This is an optimization exercise on Yosys and OpenROAD, whose aim is small area, a short achievable clock period and few clock cycles, not a production implementation.
Where RTL was checked, it was by simulation tests only, not by an equivalence proof against the original.
Power and IR drop assume default switching activity.

Design pcm_frame_to_s16_stereo_mono, start of the top module:
module pcm_frame_to_s16_stereo_mono (
  input  logic                              clk_i,
  input  logic                              rst_ni,
  input  logic                              in_valid,
  output logic                              in_ready,
  input  logic [pfs_pkg::SAMPLE_W-1:0]      in_left_sample,
  input  logic [pfs_pkg::SAMPLE_W-1:0]      in_right_sample,
  input  logic                              in_silent,
  input  logic                              in_end_of_packet,
  output logic                              out_valid,
  input  logic                              out_ready,
  output logic signed [pfs_pkg::PCM16_W-1:0] out_left_pcm16,
  output logic signed [pfs_pkg::PCM16_W-1:0] out_right_pcm16,
  output logic signed [pfs_pkg::MONO_W-1:0]  out_mono_level,
  output logic                              out_last_of_packet,
  input  logic                              psel,
  input  logic                              penable,
  input  logic                              pwrite,
  input  logic [pfs_pkg::APB_AW-1:0]        paddr,
  input  logic [pfs_pkg::APB_DW-1:0]        pwdata,
  output logic [pfs_pkg::APB_DW-1:0]        prdata,
  output logic                              pready
);
  logic [pfs_pkg::FMT_W-1:0] fmt_q;
  logic             stereo_q;
  logic             v1_q, v2_q, rdy1, rdy2;
  logic [pfs_pkg::SAMPLE_W-1:0] right_word;
  logic [32:0]      yl, yr, yl_q, yr_q;
  logic             sl, sr, sl_q, sr_q;
  logic             last1_q, last2_q;
  logic [15:0]      xl, xr, xl_q, xr_q;
  logic [2:0]       kl, kr, kl_q, kr_q;
  logic [31:0]      q, q_q;
  logic             cin, sat, cin_q, sat_q;
  assign pready = 1'b1;
  always_ff @(posedge clk_i or negedge rst_ni) begin
    if (!rst_ni) begin
      fmt_q    <= pfs_pkg::FMT_FLOAT32;
      stereo_q <= 1'b1;
    end else if (psel && penable && pwrite) begin
      if (paddr[2]) stereo_q <= pwdata[0];
      else          fmt_q    <= pwdata[pfs_pkg::FMT_W-1:0];
    end
  end
  assign prdata = paddr[2] ? {{(pfs_pkg::APB_DW-1){1'b0}}, stereo_q}
                           : {{(pfs_pkg::APB_DW-pfs_pkg::FMT_W){1'b0}}, fmt_q};
  assign right_word = stereo_q ? in_right_sample : in_left_sample;
  pfs_lane u_lane_l (.word_i(in_left_sample), .fmt_i(fmt_q), .zero_i(in_silent), .y_o(yl), .s_o(sl));
  ...
Size in the first run: roughly 1500 cells after synthesis, ~210 I/O pins.
clock: 6.5 ns
lec_check: 0
cap_margin: 20
core_margin: 2
core_utilization: 40
place_density: 0.6
setup_slack_margin: 3.0
slew_margin: 20
standard.sh (not shown) runs the stock make flow with config.mk's settings and CLKGATE_MAP_FILE= SYNTH_SCRIPT=/design/flow/synth_recipe.tcl, a recipe that flattens the netlist after the stock synthesis.
==> flow/flow/run.sh <==
#!/bin/bash
set -euo pipefail
export BUFFER_PORTS_ARGS="-buffer_cell sky130_fd_sc_hd__buf_2"
bash standard.sh > standard.log 2>&1
==> next run, changes <==
SETUP_SLACK_MARGIN = 2.5   (was 3.0)
What happened:
- The new run produced a clean layout
- combinational power drops by about 8%
- via count drops by about 2.4%
- area after synthesis is unchanged
- routed wire length drops by about 1.5%
- die area stays the same
No functional check of the RTL was part of any run of this note.

---

pcm_frame_to_s16_stereo_mono, a different RTL version from the one above (not shown whole).
Size in the first run: ~0.014 sq mm of cells after synthesis.
Settings: LEC_CHECK=0, CAP_MARGIN=20, CORE_MARGIN=2, CORE_UTILIZATION=40, CTS_BUF_LIST=sky130_fd_sc_hd__clkbuf_8, CTS_CLUSTER_SIZE=30, PLACE_DENSITY=0.6, SETUP_SLACK_MARGIN=2.75, SLEW_MARGIN=20; clock period 6.5 ns.
Scripts as last shown in full above: flow/flow/run.sh
The starting point produced a clean layout.
Testbench counts at the start, summed over its fixed seeds: cycles 18,402.
Change:
==> flow/flow/run.sh (replaced) <==
#!/bin/bash
set -euo pipefail
export BUFFER_PORTS_ARGS="-buffer_cell sky130_fd_sc_hd__buf_1"
bash standard.sh > standard.log 2>&1
CORE_UTILIZATION = 50   (was 40)
PLACE_DENSITY = 0.65   (was 0.6)
=> Routed wire length went down by 1.1%; synthesized cell count stays the same; total power grows by 0.39%; worst setup slack improves by 0.11 ns; count of clock-buffer cells in the layout stays the same.
Change:
CORE_UTILIZATION = 40   (was 50)
PLACE_DENSITY = 0.6   (was 0.65)
SETUP_SLACK_MARGIN = 2.5   (was 2.75)
The changed run completed without violations; cell count rises by a few percent; die area rises by a quarter to a third; count of clock-buffer cells in the layout is unchanged; via count falls slightly; setup slack is worse by 0.17 ns; global-route usage falls by 5.8 points; flip-flop and latch count is unchanged; routed wire length falls slightly; utilization falls by 12 points; cell area falls slightly; power falls by a few percent.
Change:
==> flow/flow/run.sh (replaced) <==
#!/bin/bash
set -euo pipefail
export BUFFER_PORTS_ARGS="-buffer_cell sky130_fd_sc_hd__buf_2"
bash standard.sh > standard.log 2>&1
SETUP_SLACK_MARGIN = 3.0   (was 2.5)
After rerunning: Area after synthesis stays the same. Clock-buffer cell count does not change. Synthesized cell count is unchanged. Power rises by 10%. Final area grows by 8.8%.

---

The RTL this note starts from:
==> flow/design.v <==
package pfs_pkg;
  localparam int unsigned SAMPLE_W = 32;
  localparam int unsigned PCM16_W  = 16;
  localparam int unsigned MONO_W   = 32;
  localparam int unsigned LVL_W    = 33;
  localparam int unsigned APB_AW = 3;
  localparam int unsigned APB_DW = 32;
  localparam int unsigned FMT_W  = 3;
  localparam logic REG_FORMAT = 1'b0;
  localparam logic REG_STEREO = 1'b1;
  localparam logic [FMT_W-1:0] FMT_FLOAT32 = 3'd0;
  localparam logic [FMT_W-1:0] FMT_PCM8    = 3'd1;
  localparam logic [FMT_W-1:0] FMT_PCM16   = 3'd2;
  localparam logic [FMT_W-1:0] FMT_PCM24   = 3'd3;
  localparam logic [FMT_W-1:0] FMT_PCM32   = 3'd4;
  localparam logic signed [LVL_W-1:0] LVL_ONE     = {2'b01, 31'b0};
  localparam logic signed [LVL_W-1:0] LVL_NEG_ONE = {2'b11, 31'b0};
  typedef logic signed [LVL_W-1:0] level_t;
endpackage
module pfs_lane (
  input  logic [pfs_pkg::SAMPLE_W-1:0] word_i,
  input  logic [pfs_pkg::FMT_W-1:0]    fmt_i,
  input  logic                         zero_i,
  output logic [32:0]                  x_o,
  output logic                         s_o
);
  logic [7:0]  ex;
  logic        nan, big, inr, is_flt, is_pcm;
  logic [31:0] fmag, pl;
  logic [1:0]  bsh;
  logic [32:0] y;
  always_comb begin
    ex   = word_i[30:23];
    nan  = (&ex) && (|word_i[22:0]);
    big  = ex[7] || (&ex[6:0]);
    inr  = (ex[7:5] == 3'b011);
    fmag = {1'b1, word_i[22:0], 8'b0} >> (~ex[4:0]);
    bsh  = {fmt_i[1] ^ fmt_i[0], fmt_i[0]};
    pl   = word_i << {bsh, 3'b000};
    pl[31] = pl[31] ^ (fmt_i == pfs_pkg::FMT_PCM8);
    is_flt = !zero_i && (fmt_i == pfs_pkg::FMT_FLOAT32);
    is_pcm = !zero_i && (fmt_i == pfs_pkg::FMT_PCM8  || fmt_i == pfs_pkg::FMT_PCM16 ||
                         fmt_i == pfs_pkg::FMT_PCM24 || fmt_i == pfs_pkg::FMT_PCM32);
    s_o  = (fmt_i == pfs_pkg::FMT_FLOAT32) && word_i[31];
    if (is_flt)      y = {1'b0, big && !nan, (inr && !big) ? fmag[30:0] : 31'b0};
    else if (is_pcm) y = {pl[31], pl};
    else             y = '0;
    x_o = y ^ {33{s_o}};
  end
endmodule
module pfs_s16_step (
  input  logic [32:0] x_i,
  input  logic        s_i,
  output logic [2:0]  k_o
);
  logic [14:0] u, v;
  logic        gt, lt, eq, c, anz, a15, dec, k2, k1, km, x0;
  always_comb begin
    u   = x_i[15:1];
    v   = x_i[30:16];
    gt  = u > v;
    lt  = u < v;
    eq  = !gt && !lt;
    c   = s_i ? (lt || (eq && !x_i[0] && x_i[15])) : (gt || (eq && x_i[0] && !x_i[15]));
    anz = s_i ? (x_i[31:16] != 16'hFFFF) : (x_i[31:16] != 16'h0000);
    a15 = x_i[31] ^ s_i;
    dec = a15 || (!c && anz);
    k2  = s_i ? dec  : (x_i[32] & c);
    k1  = s_i ? !dec : (x_i[32] & !c);
    km  = !s_i & !x_i[32] & dec;
    x0  = x_i[16];
    k_o = {k1 | km, k2 | (k1 & x0), km & !x0};
  end
endmodule
module pfs_s16 (
  input  logic [15:0]                        x_i,
  input  logic [2:0]                         k_i,
  output logic signed [pfs_pkg::PCM16_W-1:0] pcm16_o
);
  logic [15:0] pu, pd, flip;
  always_comb begin
    pu[1] = 1'b1;
    pd[1] = 1'b1;
    for (int i = 2; i < 16; i++) begin
      pu[i] = pu[i-1] & x_i[i-1];
      pd[i] = pd[i-1] & !x_i[i-1];
    end
    flip[0] = k_i[2];
    for (int i = 1; i < 16; i++) flip[i] = (pu[i] & k_i[1]) | (pd[i] & k_i[0]);
    pcm16_o = x_i ^ flip;
  end
endmodule
module pfs_add #(parameter int N = 33) (
  input  logic [N-1:0] a_i,
  input  logic [N-1:0] b_i,
  input  logic         cin_i,
  output logic [N-1:0] sum_o,
  output logic         gtop_o    
);
  logic [N-1:0] p, g, gp, pp;
  always_comb begin
    p  = a_i ^ b_i;
    g  = a_i & b_i;
    gp = g;
    pp = p;
    for (int l = 0; (1 << l) < N; l++)
      for (int i = (2 << l) - 1; i < N; i += (2 << l)) begin
        gp[i] = gp[i] | (pp[i] & gp[i - (1 << l)]);
        pp[i] = pp[i] & pp[i - (1 << l)];
      end
    for (int l = 5; l >= 0; l--)
      if ((1 << l) < N)
        for (int i = (3 << l) - 1; i < N; i += (2 << l)) begin
          gp[i] = gp[i] | (pp[i] & gp[i - (1 << l)]);
          pp[i] = pp[i] & pp[i - (1 << l)];
        end
    sum_o[0] = p[0] ^ cin_i;
    for (int i = 1; i < N; i++) sum_o[i] = p[i] ^ (gp[i-1] | (pp[i-1] & cin_i));
    gtop_o = gp[N-2];
  end
endmodule
module pfs_merge (
  input  logic [32:0]                        xl_i,
  input  logic                               sl_i,
  input  logic [32:0]                        xr_i,
  input  logic                               sr_i,
  output logic signed [pfs_pkg::MONO_W-1:0]  mono_o
);
  logic [33:0] xl, xr, sv, cv;
  logic [32:0] q;
  logic        gtop, neg, cin, sat;
  always_comb begin
    xl = {xl_i[32], xl_i};
    xr = {xr_i[32], xr_i};
    sv = xl ^ xr ^ {33'b0, sl_i};
    cv = {(xl[32:0] & xr[32:0]) | {32'b0, (xl[0] ^ xr[0]) & sl_i}, sr_i};
  end
  pfs_add #(33) u_add (.a_i(sv[33:1]), .b_i(cv[33:1]), .cin_i(cin), .sum_o(q), .gtop_o(gtop));
  always_comb begin
    neg = sv[33] ^ cv[33] ^ gtop;
    cin = (sv[0] & cv[0]) | ((sv[0] ^ cv[0]) & neg);
    sat = !xl_i[32] && xl_i[31] && !sl_i && !xr_i[32] && xr_i[31] && !sr_i;
    mono_o = sat ? 32'h7FFF_FFFF : q[31:0];
  end
endmodule
module pcm_frame_to_s16_stereo_mono (
  input  logic                              clk_i,
  input  logic                              rst_ni,
  input  logic                              in_valid,
  output logic                              in_ready,
  input  logic [pfs_pkg::SAMPLE_W-1:0]      in_left_sample,
  input  logic [pfs_pkg::SAMPLE_W-1:0]      in_right_sample,
  input  logic                              in_silent,
  input  logic                              in_end_of_packet,
  output logic                              out_valid,
  input  logic                              out_ready,
  output logic signed [pfs_pkg::PCM16_W-1:0] out_left_pcm16,
  output logic signed [pfs_pkg::PCM16_W-1:0] out_right_pcm16,
  output logic signed [pfs_pkg::MONO_W-1:0]  out_mono_level,
  output logic                              out_last_of_packet,
  input  logic                              psel,
  input  logic                              penable,
  input  logic                              pwrite,
  input  logic [pfs_pkg::APB_AW-1:0]        paddr,
  input  logic [pfs_pkg::APB_DW-1:0]        pwdata,
  output logic [pfs_pkg::APB_DW-1:0]        prdata,
  output logic                              pready
);
  logic [pfs_pkg::FMT_W-1:0] fmt_q;
  logic             stereo_q;
  logic             v1_q, v2_q, rdy1, rdy2;
  logic [pfs_pkg::SAMPLE_W-1:0] right_word;
  logic [32:0]      xl, xr, xl_q, xr_q;
  logic             sl, sr, sl_q, sr_q;
  logic [2:0]       kl, kr;
  logic             last1_q, last2_q;
  logic signed [pfs_pkg::PCM16_W-1:0] l16_d, r16_d, l16_q, r16_q;
  logic signed [pfs_pkg::MONO_W-1:0]  mono_d, mono_q;
  assign pready = 1'b1;
  always_ff @(posedge clk_i or negedge rst_ni) begin
    if (!rst_ni) begin
      fmt_q    <= pfs_pkg::FMT_FLOAT32;
      stereo_q <= 1'b1;
    end else if (psel && penable && pwrite) begin
      if (paddr[2]) stereo_q <= pwdata[0];
      else          fmt_q    <= pwdata[pfs_pkg::FMT_W-1:0];
    end
  end
  assign prdata = paddr[2] ? {{(pfs_pkg::APB_DW-1){1'b0}}, stereo_q}
                           : {{(pfs_pkg::APB_DW-pfs_pkg::FMT_W){1'b0}}, fmt_q};
  assign right_word = stereo_q ? in_right_sample : in_left_sample;
  pfs_lane u_lane_l (.word_i(in_left_sample), .fmt_i(fmt_q), .zero_i(in_silent), .x_o(xl), .s_o(sl));
  pfs_lane u_lane_r (.word_i(right_word),     .fmt_i(fmt_q), .zero_i(in_silent), .x_o(xr), .s_o(sr));
  assign rdy2     = !v2_q || out_ready;
  assign rdy1     = !v1_q || rdy2;
  assign in_ready = rdy1;
  always_ff @(posedge clk_i or negedge rst_ni) begin
    if (!rst_ni) begin
      v1_q <= 1'b0;
      v2_q <= 1'b0;
    end else begin
      if (rdy1) v1_q <= in_valid;
      if (rdy2) v2_q <= v1_q;
    end
  end
  always_ff @(posedge clk_i) begin
    if (rdy1) begin
      xl_q    <= xl;
      sl_q    <= sl;
      xr_q    <= xr;
      sr_q    <= sr;
      last1_q <= in_end_of_packet;
    end
  end
  pfs_s16_step u_step_l (.x_i(xl_q), .s_i(sl_q), .k_o(kl));
  pfs_s16_step u_step_r (.x_i(xr_q), .s_i(sr_q), .k_o(kr));
  pfs_s16 u_s16_l (.x_i(xl_q[31:16]), .k_i(kl), .pcm16_o(l16_d));
  pfs_s16 u_s16_r (.x_i(xr_q[31:16]), .k_i(kr), .pcm16_o(r16_d));
  pfs_merge u_merge (
    .xl_i  (xl_q),
    .sl_i  (sl_q),
    .xr_i  (xr_q),
    .sr_i  (sr_q),
    .mono_o(mono_d)
  );
  always_ff @(posedge clk_i) begin
    if (rdy2) begin
      l16_q   <= l16_d;
      r16_q   <= r16_d;
      mono_q  <= mono_d;
      last2_q <= last1_q;
    end
  end
  assign out_valid          = v2_q;
  assign out_left_pcm16     = l16_q;
  assign out_right_pcm16    = r16_q;
  assign out_mono_level     = mono_q;
  assign out_last_of_packet = last2_q;
endmodule
Settings: LEC_CHECK=0, CAP_MARGIN=20, CORE_MARGIN=2, CORE_UTILIZATION=50, CTS_BUF_LIST=sky130_fd_sc_hd__clkbuf_8, CTS_CLUSTER_SIZE=30, PLACE_DENSITY=0.65, SETUP_SLACK_MARGIN=2.75, SLEW_MARGIN=20; clock period 6.5 ns.
==> flow/flow/run.sh <==
#!/bin/bash
set -euo pipefail
export BUFFER_PORTS_ARGS="-buffer_cell sky130_fd_sc_hd__buf_1"
export RECOVER_POWER=100
bash standard.sh > standard.log 2>&1
The baseline completed, yet does not pass: capacitance limit, slew limit.
Testbench counts at the start, summed over its fixed seeds: cycles 18,402.
Then changed:
==> flow/flow/run.sh (replaced) <==
#!/bin/bash
set -euo pipefail
export BUFFER_PORTS_ARGS="-buffer_cell sky130_fd_sc_hd__buf_1"
bash standard.sh > standard.log 2>&1
- CORE_UTILIZATION: 50 -> 40
- PLACE_DENSITY: 0.65 -> 0.5
Outcome:
- This time the run finished with timing, DRC and antenna clean
- design area grows slightly
- register-to-register slack gains 450 ps
- total power grows slightly
- final cell count grows by a few percent
- global-route usage shrinks by 4.7 points
- combinational power barely changes
- core utilization shrinks by 11 points
Then changed:
==> flow/flow/run.sh (replaced) <==
#!/bin/bash
set -euo pipefail
export BUFFER_PORTS_ARGS="-buffer_cell sky130_fd_sc_hd__buf_2"
bash standard.sh > standard.log 2>&1
- PLACE_DENSITY: 0.5 -> 0.6
- SETUP_SLACK_MARGIN: 2.75 -> 2.5
Setup slack got worse by 160 ps. Non-clock buffer count falls by 31. Count of clock-buffer cells in the layout is unchanged.
Then changed:
- ABC_AREA: default -> 1
- CTS_CLUSTER_SIZE: 30 -> default
Outcome: The changed run completed with no timing, DRC or antenna violations. Register-to-register slack is better by 50 ps. Total power falls by 6.6%. Synthesized cell count grows by 47%. Global-route usage rose by 2.1 points. Final area goes up by 7.4%. Setup slack degrades by 6.1 ps. Clock power rises by about 0.5%. Via count came out higher by 24%. Cell count climbs by 35%. Fmax is about the same. Sequential share of layout area goes down by 2.0 points.
Then changed:
==> flow/flow/run.sh (replaced) <==
#!/bin/bash
set -euo pipefail
export BUFFER_PORTS_ARGS="-buffer_cell sky130_fd_sc_hd__buf_1"
export ADDER_MAP_FILE=
bash standard.sh > standard.log 2>&1
- ABC_AREA: 1 -> default
- CTS_CLUSTER_SIZE: default -> 30
- SETUP_SLACK_MARGIN: 2.5 -> 2.75
Routed wire length increases slightly; utilization rose by 1.5 points; clock power decreases by a few percent.
Then changed:
==> flow/flow/run.sh (replaced) <==
#!/bin/bash
set -euo pipefail
export BUFFER_PORTS_ARGS="-buffer_cell sky130_fd_sc_hd__buf_1"
bash standard.sh > standard.log 2>&1
- CTS_CLUSTER_DIAMETER: default -> 200
- CTS_CLUSTER_SIZE: 30 -> 50
Core utilization fell by 0.15 points.
Setup slack is better by 56 ps.
Global-route usage fell by 1.7 points.

## re-timing with driven ports
No port has a modelled driver above. Below, the same layouts with a new extraction and two added sets of constraints.
Step 1: set_driving_cell puts a clkbuf_16 on clk_i and a buf_2 on each other input, an assumption about the parent block.
Step 2 adds t to the input delays and takes it off the output delays; t is the mean of the earliest and latest rising clock arrival at the registers after step 1. Input paths then give back, and output paths get back, about the clock's delay inside the block.
a / b / c = no drivers / after step 1 / after step 2; a / b = the first two.
run	t, ns	setup slack, ns	clock arrival spread, ns	slew at the worst register clock pin (ns)
the first run of note 1	0.477	2.223 / 2.169 / 2.511	0.015 / 0.015	0.07 / 0.07
the second run of note 1	0.487	2.269 / 2.218 / 2.199	0.014 / 0.014	0.07 / 0.07
the first run of note 2	0.508	2.772 / 2.772 / 2.331	0.019 / 0.019	0.09 / 0.09
the second run of note 2	0.490	2.878 / 2.885 / 2.394	0.021 / 0.021	0.10 / 0.10
the third run of note 2	0.506	2.703 / 2.711 / 2.205	0.012 / 0.012	0.08 / 0.08
the fourth run of note 2	0.504	2.902 / 2.928 / 2.424	0.011 / 0.012	0.08 / 0.08
the first run of note 3	0.490	2.463 / 2.463 / 2.049	0.020 / 0.021	0.10 / 0.10
the second run of note 3	0.489	2.862 / 2.883 / 2.394	0.015 / 0.015	0.08 / 0.08
the third run of note 3	0.508	2.702 / 2.708 / 2.208	0.017 / 0.017	0.09 / 0.09
the fourth run of note 3	0.496	2.696 / 2.718 / 2.222	0.017 / 0.017	0.09 / 0.09
the fifth run of note 3	0.536	2.773 / 2.773 / 2.268	0.024 / 0.025	0.11 / 0.11
the sixth run of note 3	0.506	2.829 / 2.849 / 2.343	0.011 / 0.012	0.08 / 0.08
The setup slack of the fifth run of note 3, which loses most, moves by 0.000 ns with the drivers and by -0.505 ns with both steps.
